From an optimization exercise on the open Yosys and OpenROAD flow, aimed at small area and a short achievable clock period; shortcuts taken in it are not production practice. Where RTL was checked, it was by simulation tests only, not by an equivalence proof against the original. Power is estimated from default activity; no workload was simulated.

==> module header_builder, before the edit <==
module header_builder (
	input  logic        clk,
	input  logic        ctrl_load,
	input  logic        ctrl_advance,
	input  logic [12:0] hdr_sel,
	input  logic [47:0] mac_dst_addr,
	input  logic [47:0] mac_src_addr,
	input  logic [7:0]  ip_dsf,
	input  logic [15:0] ip_id,
	input  logic [2:0]  ip_flags,
	input  logic [12:0] ip_frag_offset,
	input  logic [7:0]  ip_ttl,
	input  logic [31:0] ip_src_addr,
	input  logic [31:0] ip_dst_addr,
	input  logic [15:0] tcp_src_port,
	input  logic [15:0] tcp_dst_port,
	input  logic [31:0] tcp_seq_num,
	input  logic [31:0] tcp_ack_num,
	input  logic [5:0]  tcp_flags,
	input  logic [15:0] tcp_window,
	input  logic [15:0] payload_len,
	input  logic [15:0] payload_sum,
	input  logic [15:0] carry,
	output logic [10:0] ip_total,
	output logic [15:0] hdr_hi,
	output logic [15:0] hdr_lo
);
	localparam logic [15:0] ETHERTYPE = 16'h0800;
	localparam logic [7:0]  IP_PROTO  = 8'd6;
	localparam logic [15:0] TCP_LEN_ADJ = 16'hFFFF - 16'(20 + 20)
		+ 16'(20) + 16'(8'd6);
	logic [47:0] mac_dst_r;
	logic [47:0] mac_src_r;
	logic [7:0]  ip_dsf_r;
	logic [15:0] ip_id_r;
	logic [2:0]  ip_flags_r;
	logic [12:0] ip_frag_r;
	logic [7:0]  ip_ttl_r;
	logic [31:0] ip_src_r;
	logic [31:0] ip_dst_r;
	logic [10:0] ip_total_r;
	logic [15:0] tcp_sport_r;
	logic [15:0] tcp_dport_r;
	logic [31:0] tcp_seq_r;
	logic [31:0] tcp_ack_r;
	logic [5:0]  tcp_flags_r;
	logic [15:0] tcp_window_r;
	logic [15:0] ip_acc;
	logic [15:0] tcp_acc;
	always_ff @(posedge clk) begin
		if (ctrl_load) begin
			mac_dst_r    <= mac_dst_addr;
			mac_src_r    <= mac_src_addr;
			ip_dsf_r     <= ip_dsf;
			ip_id_r      <= ip_id;
			ip_flags_r   <= ip_flags;
			ip_frag_r    <= ip_frag_offset;
			ip_ttl_r     <= ip_ttl;
			ip_src_r     <= ip_src_addr;
			ip_dst_r     <= ip_dst_addr;
			ip_total_r   <= 11'(payload_len + 16'(20 + 20));
			tcp_sport_r  <= tcp_src_port;
			tcp_dport_r  <= tcp_dst_port;
			tcp_seq_r    <= tcp_seq_num;
			tcp_ack_r    <= tcp_ack_num;
			tcp_flags_r  <= tcp_flags;
			tcp_window_r <= tcp_window;
		end
	end
	assign ip_total = ip_total_r;
	always_comb begin
		hdr_hi = ({16{hdr_sel[0]}}  & mac_dst_r[47:32])
		       | ({16{hdr_sel[1]}}  & mac_dst_r[15:0])
		       | ({16{hdr_sel[2]}}  & mac_src_r[31:16])
		       | ({16{hdr_sel[3]}}  & ETHERTYPE)
		       | ({16{hdr_sel[4]}}  & {5'd0, ip_total_r})
		       | ({16{hdr_sel[5]}}  & {ip_flags_r, ip_frag_r})
		       | ({16{hdr_sel[6]}}  & ~ip_acc)
		       | ({16{hdr_sel[7]}}  & ip_src_r[15:0])
		       | ({16{hdr_sel[8]}}  & ip_dst_r[15:0])
		       | ({16{hdr_sel[9]}}  & tcp_dport_r)
		       | ({16{hdr_sel[10]}} & tcp_seq_r[15:0])
		       | ({16{hdr_sel[11]}} & tcp_ack_r[15:0])
		       | ({16{hdr_sel[12]}} & tcp_window_r);
		hdr_lo = ({16{hdr_sel[0]}}  & mac_dst_r[31:16])
		       | ({16{hdr_sel[1]}}  & mac_src_r[47:32])
		       | ({16{hdr_sel[2]}}  & mac_src_r[15:0])
		       | ({16{hdr_sel[3]}}  & {8'h45, ip_dsf_r})
		       | ({16{hdr_sel[4]}}  & ip_id_r)
		       | ({16{hdr_sel[5]}}  & {ip_ttl_r, IP_PROTO})
		       | ({16{hdr_sel[6]}}  & ip_src_r[31:16])
		       | ({16{hdr_sel[7]}}  & ip_dst_r[31:16])
		       | ({16{hdr_sel[8]}}  & tcp_sport_r)
		       | ({16{hdr_sel[9]}}  & tcp_seq_r[31:16])
		       | ({16{hdr_sel[10]}} & tcp_ack_r[31:16])
		       | ({16{hdr_sel[11]}} & {4'd5, 6'd0, tcp_flags_r})
		       | ({16{hdr_sel[12]}} & ~tcp_acc);
	end
	function automatic logic [15:0] oc_add3(input logic [15:0] x, input logic [15:0] y,
	                                        input logic [15:0] z);
		logic [15:0] s, c, g, p, gg, pp, gn, pn, r;
		s = x ^ y ^ z;
		c = (x & y) | (x & z) | (y & z);
		c = {c[14:0], c[15]};
		g = s & c;
		p = s ^ c;
		gg = g;
		pp = p;
		for (int lv = 0; lv < 4; lv++) begin
			gn = gg;
			pn = pp;
			for (int i = 0; i < 16; i++) begin
				if (i >= (1 << lv)) begin
					gn[i] = gg[i] | (pp[i] & gg[i - (1 << lv)]);
					pn[i] = pp[i] & pp[i - (1 << lv)];
				end
			end
			gg = gn;
			pp = pn;
		end
		r[0] = p[0] ^ gg[15];
		for (int i = 1; i < 16; i++)
			r[i] = p[i] ^ (gg[i-1] | (pp[i-1] & gg[15]));
		oc_add3 = r;
	endfunction
	logic [15:0] ip_a, ip_b;
	logic [15:0] tcp_a, tcp_b;
	assign ip_a = ({16{hdr_sel[0]}} & ip_src_r[31:16])
	            | ({16{hdr_sel[1]}} & ip_dst_r[31:16])
	            | ({16{hdr_sel[4]}} & {5'd0, ip_total_r})
	            | ({16{hdr_sel[5]}} & {ip_flags_r, ip_frag_r});
	assign ip_b = ({16{hdr_sel[0]}} & ip_src_r[15:0])
	            | ({16{hdr_sel[1]}} & ip_dst_r[15:0])
	            | ({16{hdr_sel[3]}} & {8'h45, ip_dsf_r})
	            | ({16{hdr_sel[4]}} & ip_id_r)
	            | ({16{hdr_sel[5]}} & {ip_ttl_r, IP_PROTO});
	assign tcp_a = ({16{hdr_sel[0]}} & tcp_window_r)
	             | ({16{hdr_sel[4] | (|hdr_sel[11:7])}} & hdr_hi);
	assign tcp_b = ({16{hdr_sel[0]}} & carry)
	             | ({16{hdr_sel[4]}} & TCP_LEN_ADJ)
	             | ({16{|hdr_sel[11:6]}} & hdr_lo);
	always_ff @(posedge clk) begin
		if (ctrl_load) begin
			ip_acc  <= '0;
			tcp_acc <= payload_sum;
		end else if (ctrl_advance) begin
			ip_acc  <= oc_add3(ip_acc, ip_a, ip_b);
			tcp_acc <= oc_add3(tcp_acc, tcp_a, tcp_b);
		end
	end
endmodule
Settings: LEC_CHECK=0, CAP_MARGIN=20, CORE_MARGIN=2, CORE_UTILIZATION=40, SETUP_SLACK_MARGIN=5, SLEW_MARGIN=20; clock period 10.0 ns.
standard.sh (not shown) runs the stock make flow with config.mk's settings and CLKGATE_MAP_FILE= SYNTH_SCRIPT=/design/flow/synth_recipe.tcl, a recipe that flattens the netlist after the stock synthesis.
==> flow/flow/run.sh <==
#!/bin/bash
# Standard layout (standard.sh), with the port buffers made from the smallest
# buffer cell and larger clock-tree leaf clusters.
set -euo pipefail
export BUFFER_PORTS_ARGS="-buffer_cell sky130_fd_sc_hd__buf_1"
export CTS_ARGS="-sink_clustering_enable -repair_clock_nets -buf_list sky130_fd_sc_hd__clkbuf_16 -sink_clustering_size 25 -sink_clustering_max_diameter 100"
bash standard.sh > standard_flow.log 2>&1
Edit:
--- a/flow/design.v
+++ b/flow/design.v
@@ -190,30 +190,34 @@
 			r[i] = p[i] ^ (gg[i-1] | (pp[i-1] & gg[15]));
 		oc_add3 = r;
 	endfunction
-	logic [15:0] ip_a, ip_b;
-	logic [15:0] tcp_a, tcp_b;
-	assign ip_a = ({16{hdr_sel[0]}} & ip_src_r[31:16])
-	            | ({16{hdr_sel[1]}} & ip_dst_r[31:16])
-	            | ({16{hdr_sel[4]}} & {5'd0, ip_total_r})
-	            | ({16{hdr_sel[5]}} & {ip_flags_r, ip_frag_r});
-	assign ip_b = ({16{hdr_sel[0]}} & ip_src_r[15:0])
-	            | ({16{hdr_sel[1]}} & ip_dst_r[15:0])
-	            | ({16{hdr_sel[3]}} & {8'h45, ip_dsf_r})
-	            | ({16{hdr_sel[4]}} & ip_id_r)
-	            | ({16{hdr_sel[5]}} & {ip_ttl_r, IP_PROTO});
-	assign tcp_a = ({16{hdr_sel[0]}} & tcp_window_r)
-	             | ({16{hdr_sel[4] | (|hdr_sel[11:7])}} & hdr_hi);
-	assign tcp_b = ({16{hdr_sel[0]}} & carry)
-	             | ({16{hdr_sel[4]}} & TCP_LEN_ADJ)
-	             | ({16{|hdr_sel[11:6]}} & hdr_lo);
+	logic        ip_slot;
+	logic        tcp_slot;
+	logic [15:0] sum_acc, sum_a, sum_b, sum_r;
+	assign ip_slot  = hdr_sel[0] | hdr_sel[1] | hdr_sel[4] | hdr_sel[5];
+	assign tcp_slot = hdr_sel[2] | hdr_sel[3] | (|hdr_sel[11:6]);
+	assign sum_acc = ip_slot ? ip_acc : tcp_acc;
+	assign sum_a = ({16{hdr_sel[0]}} & ip_src_r[31:16])
+	             | ({16{hdr_sel[1]}} & ip_dst_r[31:16])
+	             | ({16{hdr_sel[2]}} & tcp_window_r)
+	             | ({16{hdr_sel[3]}} & {5'd0, ip_total_r})
+	             | ({16{hdr_sel[4] | hdr_sel[5] | (|hdr_sel[11:7])}} & hdr_hi);
+	assign sum_b = ({16{hdr_sel[0]}} & ip_src_r[15:0])
+	             | ({16{hdr_sel[1]}} & ip_dst_r[15:0])
+	             | ({16{hdr_sel[2]}} & carry)
+	             | ({16{hdr_sel[3]}} & TCP_LEN_ADJ)
+	             | ({16{hdr_sel[4] | hdr_sel[5] | (|hdr_sel[11:6])}} & hdr_lo);
+	assign sum_r = oc_add3(sum_acc, sum_a, sum_b);
 	always_ff @(posedge clk) begin
-		if (ctrl_load) begin
-			ip_acc  <= '0;
+		if (ctrl_load)
+			ip_acc <= {8'h45, ip_dsf};
+		else if (ctrl_advance && ip_slot)
+			ip_acc <= sum_r;
+	end
+	always_ff @(posedge clk) begin
+		if (ctrl_load)
 			tcp_acc <= payload_sum;
-		end else if (ctrl_advance) begin
-			ip_acc  <= oc_add3(ip_acc, ip_a, ip_b);
-			tcp_acc <= oc_add3(tcp_acc, tcp_a, tcp_b);
-		end
+		else if (ctrl_advance && tcp_slot)
+			tcp_acc <= sum_r;
 	end
 endmodule
 `default_nettype wire
Effect: The changed run completed with no timing, DRC or antenna violations. Utilization hardly moves. Synthesized cell count came out lower by a little under a tenth. Total power came out lower by a few percent. Sequential power stays flat. Worst setup slack is worse by 33 ps. Routed wire length came out higher slightly. Sequential share of layout area came out higher by 2.7 points. Global-route usage came out higher by 1.1 points. First-iteration DRC count came out higher by a little under a tenth. Register-to-register slack is better by 20 ps.

* * *

Setup of run A:
frame_tx_top, a different RTL version from the one above (not shown whole).
For scale: about 1,300 cells after synthesis, roughly 400 flip-flops, about 450 I/O pins, roughly 18,000 um2 of cells after synthesis.
==> module header_builder, before the edit <==
module header_builder (
	input  logic        clk,
	input  logic        ctrl_load,
	input  logic        ctrl_advance,
	input  logic [12:0] hdr_sel,
	input  logic [47:0] mac_dst_addr,
	input  logic [47:0] mac_src_addr,
	input  logic [7:0]  ip_dsf,
	input  logic [15:0] ip_id,
	input  logic [2:0]  ip_flags,
	input  logic [12:0] ip_frag_offset,
	input  logic [7:0]  ip_ttl,
	input  logic [31:0] ip_src_addr,
	input  logic [31:0] ip_dst_addr,
	input  logic [15:0] tcp_src_port,
	input  logic [15:0] tcp_dst_port,
	input  logic [31:0] tcp_seq_num,
	input  logic [31:0] tcp_ack_num,
	input  logic [5:0]  tcp_flags,
	input  logic [15:0] tcp_window,
	input  logic [15:0] payload_len,
	input  logic [15:0] payload_sum,
	input  logic [15:0] carry,
	output logic [10:0] ip_total,
	output logic [8:0]  word_cnt,
	output logic [15:0] hdr_hi,
	output logic [15:0] hdr_lo
);
	localparam logic [15:0] ETHERTYPE = 16'h0800;
	localparam logic [7:0]  IP_PROTO  = 8'd6;
	localparam logic [15:0] TCP_LEN_ADJ = 16'hFFFF - 16'(20 + 20)
		+ 16'(20) + 16'(8'd6);
	logic [31:0] mac_dst_r;
	logic [15:0] mac_hi_ip_acc;
	logic [47:0] mac_src_r;
	logic [7:0]  ip_dsf_r;
	logic [15:0] ip_id_r;
	logic [2:0]  ip_flags_r;
	logic [12:0] ip_frag_r;
	logic [7:0]  ip_ttl_r;
	logic [31:0] ip_src_r;
	logic [31:0] ip_dst_r;
	logic [10:0] ip_total_r;
	logic [15:0] tcp_sport_r;
	logic [15:0] tcp_dport_r;
	logic [31:0] tcp_seq_r;
	logic [31:0] tcp_ack_r;
	logic [5:0]  tcp_flags_r;
	logic [15:0] tcp_window_r;
	logic [15:0] tcp_acc;
	always_ff @(posedge clk) begin
		if (ctrl_load) begin
			mac_src_r    <= mac_src_addr;
			ip_dsf_r     <= ip_dsf;
			ip_id_r      <= ip_id;
			ip_flags_r   <= ip_flags;
			ip_frag_r    <= ip_frag_offset;
			ip_ttl_r     <= ip_ttl;
			ip_src_r     <= ip_src_addr;
			ip_dst_r     <= ip_dst_addr;
			ip_total_r   <= 11'(payload_len + 16'(20 + 20));
			tcp_sport_r  <= tcp_src_port;
			tcp_dport_r  <= tcp_dst_port;
			tcp_seq_r    <= tcp_seq_num;
			tcp_ack_r    <= tcp_ack_num;
			tcp_flags_r  <= tcp_flags;
			tcp_window_r <= tcp_window;
		end
	end
	assign ip_total = ip_total_r;
	always_ff @(posedge clk) begin
		if (ctrl_load)
			mac_dst_r <= mac_dst_addr[31:0];
		else if (ctrl_advance && hdr_sel[1])
			mac_dst_r[8:0] <= 9'd2;
		else if (ctrl_advance && !hdr_sel[0])
			mac_dst_r[8:0] <= mac_dst_r[8:0] + 9'd1;
	end
	assign word_cnt = mac_dst_r[8:0];
	logic [12:0] sel_lo;
	always_ff @(posedge clk) begin
		if (ctrl_load)
			sel_lo <= 13'd1;
		else if (ctrl_advance)
			sel_lo <= {sel_lo[11:0], 1'b0};
	end
	logic [15:0] part_hi, part_lo;
	always_comb begin
		part_hi = ({16{hdr_sel[4]}}  & {5'd0, ip_total_r})
		        | ({16{hdr_sel[5]}}  & {ip_flags_r, ip_frag_r})
		        | ({16{hdr_sel[7]}}  & ip_src_r[15:0])
		        | ({16{hdr_sel[8]}}  & ip_dst_r[15:0])
		        | ({16{hdr_sel[9]}}  & tcp_dport_r)
		        | ({16{hdr_sel[10]}} & tcp_seq_r[15:0])
		        | ({16{hdr_sel[11]}} & tcp_ack_r[15:0]);
		part_lo = ({16{sel_lo[4]}}  & ip_id_r)
		        | ({16{sel_lo[5]}}  & {ip_ttl_r, IP_PROTO})
		        | ({16{sel_lo[6]}}  & ip_src_r[31:16])
		        | ({16{sel_lo[7]}}  & ip_dst_r[31:16])
		        | ({16{sel_lo[8]}}  & tcp_sport_r)
		        | ({16{sel_lo[9]}}  & tcp_seq_r[31:16])
		        | ({16{sel_lo[10]}} & tcp_ack_r[31:16])
		        | ({16{sel_lo[11]}} & {4'd5, 6'd0, tcp_flags_r});
		hdr_hi = part_hi
		       | ({16{hdr_sel[0]}}  & mac_hi_ip_acc)
		       | ({16{hdr_sel[1]}}  & mac_dst_r[15:0])
		       | ({16{hdr_sel[2]}}  & mac_src_r[31:16])
		       | ({16{hdr_sel[3]}}  & ETHERTYPE)
		       | ({16{hdr_sel[6]}}  & ~mac_hi_ip_acc)
		       | ({16{hdr_sel[12]}} & tcp_window_r);
		hdr_lo = part_lo
		       | ({16{sel_lo[0]}}  & mac_dst_r[31:16])
		       | ({16{sel_lo[1]}}  & mac_src_r[47:32])
		       | ({16{sel_lo[2]}}  & mac_src_r[15:0])
		       | ({16{sel_lo[3]}}  & {8'h45, ip_dsf_r})
		       | ({16{sel_lo[12]}} & ~tcp_acc);
	end
	logic        ip_slot;
	logic        tcp_slot;
	logic [15:0] sum_acc, sum_a, sum_b, sum_r;
	assign ip_slot  = hdr_sel[0] | hdr_sel[1] | hdr_sel[4] | hdr_sel[5];
	assign tcp_slot = hdr_sel[2] | hdr_sel[3] | (|hdr_sel[11:6]);
	assign sum_acc = ({16{hdr_sel[0]}} & {8'h45, ip_dsf_r})
	               | ({16{hdr_sel[1] | hdr_sel[4] | hdr_sel[5]}} & mac_hi_ip_acc)
	               | ({16{!ip_slot}} & tcp_acc);
	assign sum_a = ({16{hdr_sel[0]}} & ip_src_r[31:16])
	             | ({16{hdr_sel[1]}} & ip_dst_r[31:16])
	             | ({16{hdr_sel[2]}} & tcp_window_r)
	             | ({16{hdr_sel[3]}} & {5'd0, ip_total_r})
	             | part_hi;
	assign sum_b = ({16{sel_lo[0]}} & ip_src_r[15:0])
	             | ({16{sel_lo[1]}} & ip_dst_r[15:0])
	             | ({16{sel_lo[2]}} & carry)
	             | ({16{sel_lo[3]}} & TCP_LEN_ADJ)
	             | part_lo;
	oc_adder3 u_add (
		.x (sum_acc),
		.y (sum_a),
		.z (sum_b),
		.r (sum_r)
	);
	always_ff @(posedge clk) begin
		if (ctrl_load)
			mac_hi_ip_acc <= mac_dst_addr[47:32];
		else if (ctrl_advance && ip_slot)
			mac_hi_ip_acc <= sum_r;
	end
	always_ff @(posedge clk) begin
		if (ctrl_load)
			tcp_acc <= payload_sum;
		else if (ctrl_advance && tcp_slot)
			tcp_acc <= sum_r;
	end
endmodule
Settings: LEC_CHECK=0, CAP_MARGIN=20, CORE_MARGIN=2, CORE_UTILIZATION=45, PLACE_DENSITY=0.65, SLEW_MARGIN=20, SYNTH_HIERARCHICAL=1; clock period 10.0 ns.
==> flow/flow/run.sh <==
#!/bin/bash
set -euo pipefail
export BUFFER_PORTS_ARGS="-buffer_cell sky130_fd_sc_hd__buf_1"
export SETUP_SLACK_MARGIN=5.5
export CTS_ARGS="-sink_clustering_enable -repair_clock_nets -buf_list sky130_fd_sc_hd__clkbuf_16 -sink_clustering_size 25 -sink_clustering_max_diameter 100"
bash standard.sh > standard_flow.log 2>&1
## Diff of input files: run C against run A
-- flow/design.v --
<<< run A, line 143
	end
	assign word_cnt = mac_dst_r[8:0];
	logic [12:0] sel_lo;
	always_ff @(posedge clk) begin
		if (ctrl_load)
			sel_lo <= 13'd1;
		else if (ctrl_advance)
			sel_lo <= {sel_lo[11:0], 1'b0};
	end
	logic [15:0] part_hi, part_lo;
	always_comb begin
>>> run C, line 143
	end
	assign word_cnt = mac_dst_r[8:0];
	logic [15:0] part_hi, part_lo;
	always_comb begin
<<< run A, line 159
		        | ({16{hdr_sel[10]}} & tcp_seq_r[15:0])
		        | ({16{hdr_sel[11]}} & tcp_ack_r[15:0]);
		part_lo = ({16{sel_lo[4]}}  & ip_id_r)
		        | ({16{sel_lo[5]}}  & {ip_ttl_r, IP_PROTO})
		        | ({16{sel_lo[6]}}  & ip_src_r[31:16])
		        | ({16{sel_lo[7]}}  & ip_dst_r[31:16])
		        | ({16{sel_lo[8]}}  & tcp_sport_r)
		        | ({16{sel_lo[9]}}  & tcp_seq_r[31:16])
		        | ({16{sel_lo[10]}} & tcp_ack_r[31:16])
		        | ({16{sel_lo[11]}} & {4'd5, 6'd0, tcp_flags_r});
		hdr_hi = part_hi
		       | ({16{hdr_sel[0]}}  & mac_hi_ip_acc)
>>> run C, line 152
		        | ({16{hdr_sel[10]}} & tcp_seq_r[15:0])
		        | ({16{hdr_sel[11]}} & tcp_ack_r[15:0]);
		part_lo = ({16{hdr_sel[4]}}  & ip_id_r)
		        | ({16{hdr_sel[5]}}  & {ip_ttl_r, IP_PROTO})
		        | ({16{hdr_sel[6]}}  & ip_src_r[31:16])
		        | ({16{hdr_sel[7]}}  & ip_dst_r[31:16])
		        | ({16{hdr_sel[8]}}  & tcp_sport_r)
		        | ({16{hdr_sel[9]}}  & tcp_seq_r[31:16])
		        | ({16{hdr_sel[10]}} & tcp_ack_r[31:16])
		        | ({16{hdr_sel[11]}} & {4'd5, 6'd0, tcp_flags_r});
		hdr_hi = part_hi
		       | ({16{hdr_sel[0]}}  & mac_hi_ip_acc)
<<< run A, line 175
		       | ({16{hdr_sel[12]}} & tcp_window_r);
		hdr_lo = part_lo
		       | ({16{sel_lo[0]}}  & mac_dst_r[31:16])
		       | ({16{sel_lo[1]}}  & mac_src_r[47:32])
		       | ({16{sel_lo[2]}}  & mac_src_r[15:0])
		       | ({16{sel_lo[3]}}  & {8'h45, ip_dsf_r})
		       | ({16{sel_lo[12]}} & ~tcp_acc);
	end
	logic        ip_slot;
>>> run C, line 168
		       | ({16{hdr_sel[12]}} & tcp_window_r);
		hdr_lo = part_lo
		       | ({16{hdr_sel[0]}}  & mac_dst_r[31:16])
		       | ({16{hdr_sel[1]}}  & mac_src_r[47:32])
		       | ({16{hdr_sel[2]}}  & mac_src_r[15:0])
		       | ({16{hdr_sel[3]}}  & {8'h45, ip_dsf_r})
		       | ({16{hdr_sel[12]}} & ~tcp_acc);
	end
	logic        ip_slot;
<<< run A, line 194
	             | ({16{hdr_sel[3]}} & {5'd0, ip_total_r})
	             | part_hi;
	assign sum_b = ({16{sel_lo[0]}} & ip_src_r[15:0])
	             | ({16{sel_lo[1]}} & ip_dst_r[15:0])
	             | ({16{sel_lo[2]}} & carry)
	             | ({16{sel_lo[3]}} & TCP_LEN_ADJ)
	             | part_lo;
	oc_adder3 u_add (
>>> run C, line 187
	             | ({16{hdr_sel[3]}} & {5'd0, ip_total_r})
	             | part_hi;
	assign sum_b = ({16{hdr_sel[0]}} & ip_src_r[15:0])
	             | ({16{hdr_sel[1]}} & ip_dst_r[15:0])
	             | ({16{hdr_sel[2]}} & carry)
	             | ({16{hdr_sel[3]}} & TCP_LEN_ADJ)
	             | part_lo;
	oc_adder3 u_add (
--- outcome ---
Run C vs run A — die footprint dropped 1200 um2. Between run C and run A, the number of signal-net buffers in the layout figures differ only marginally. Compare run A and run C | post-synthesis compound-gate area fraction lower: run A. Count of inverters not on the clock network in the layout, run A and run C, lower one = run A. Internal power component delta for run C relative to run A: about 3.2% lower. Between run A and run C, the flow reports maximum vdd ir drop decreasing by more than 10%. Run A has higher met3 usage than run C. Delta (run C minus run A): count of clock-buffer cells in the layout saw a decrease, wire length on met1 saw an increase. Mean instance size in the synthesized netlist came out higher on run C than on run A. Run C vs. run A: share of total power in sequential cells went down by 0.3 points. Run A reports its capture point of the critical path as data_out[5] while run C reports data_in_rd. Cmp run C vs run A: via count of the first global-routing pass lower in run C.
For run A, only the layout was checked, not whether the RTL still works.

port drivers added, routing unchanged:
Ports are ideal in the flow. The routed layouts listed here were re-timed in OpenROAD.
Step 1: set_driving_cell puts a clkbuf_16 on clk and a buf_2 on each other input, an assumption about the parent block.
Step 2 also shifts input and output timing later by t, the mid clock arrival at the registers, as if the neighbouring blocks saw the same clock.
a / b / c = ideal / step 1 / step 2; a / b = the first two.
| run | shift t [ns] | setup slack, ns | worst setup path at the end |
|---|---|---|---|
| the first run of note 1 | 0.621 | 5.112 / 5.112 / 4.893 | input to register |
| the second run of note 1 | 0.601 | 5.079 / 5.023 / 4.741 | input to register |
| run A | 0.611 | 5.488 / 5.430 / 5.342 | input to register |
| run C | 0.593 | 5.558 / 5.512 / 5.412 | input to register |
After both steps setup and hold are still met in every run listed. For the second run of note 1, which loses most, drivers alone change the setup slack by -0.056 ns; drivers and shift together by -0.338 ns.
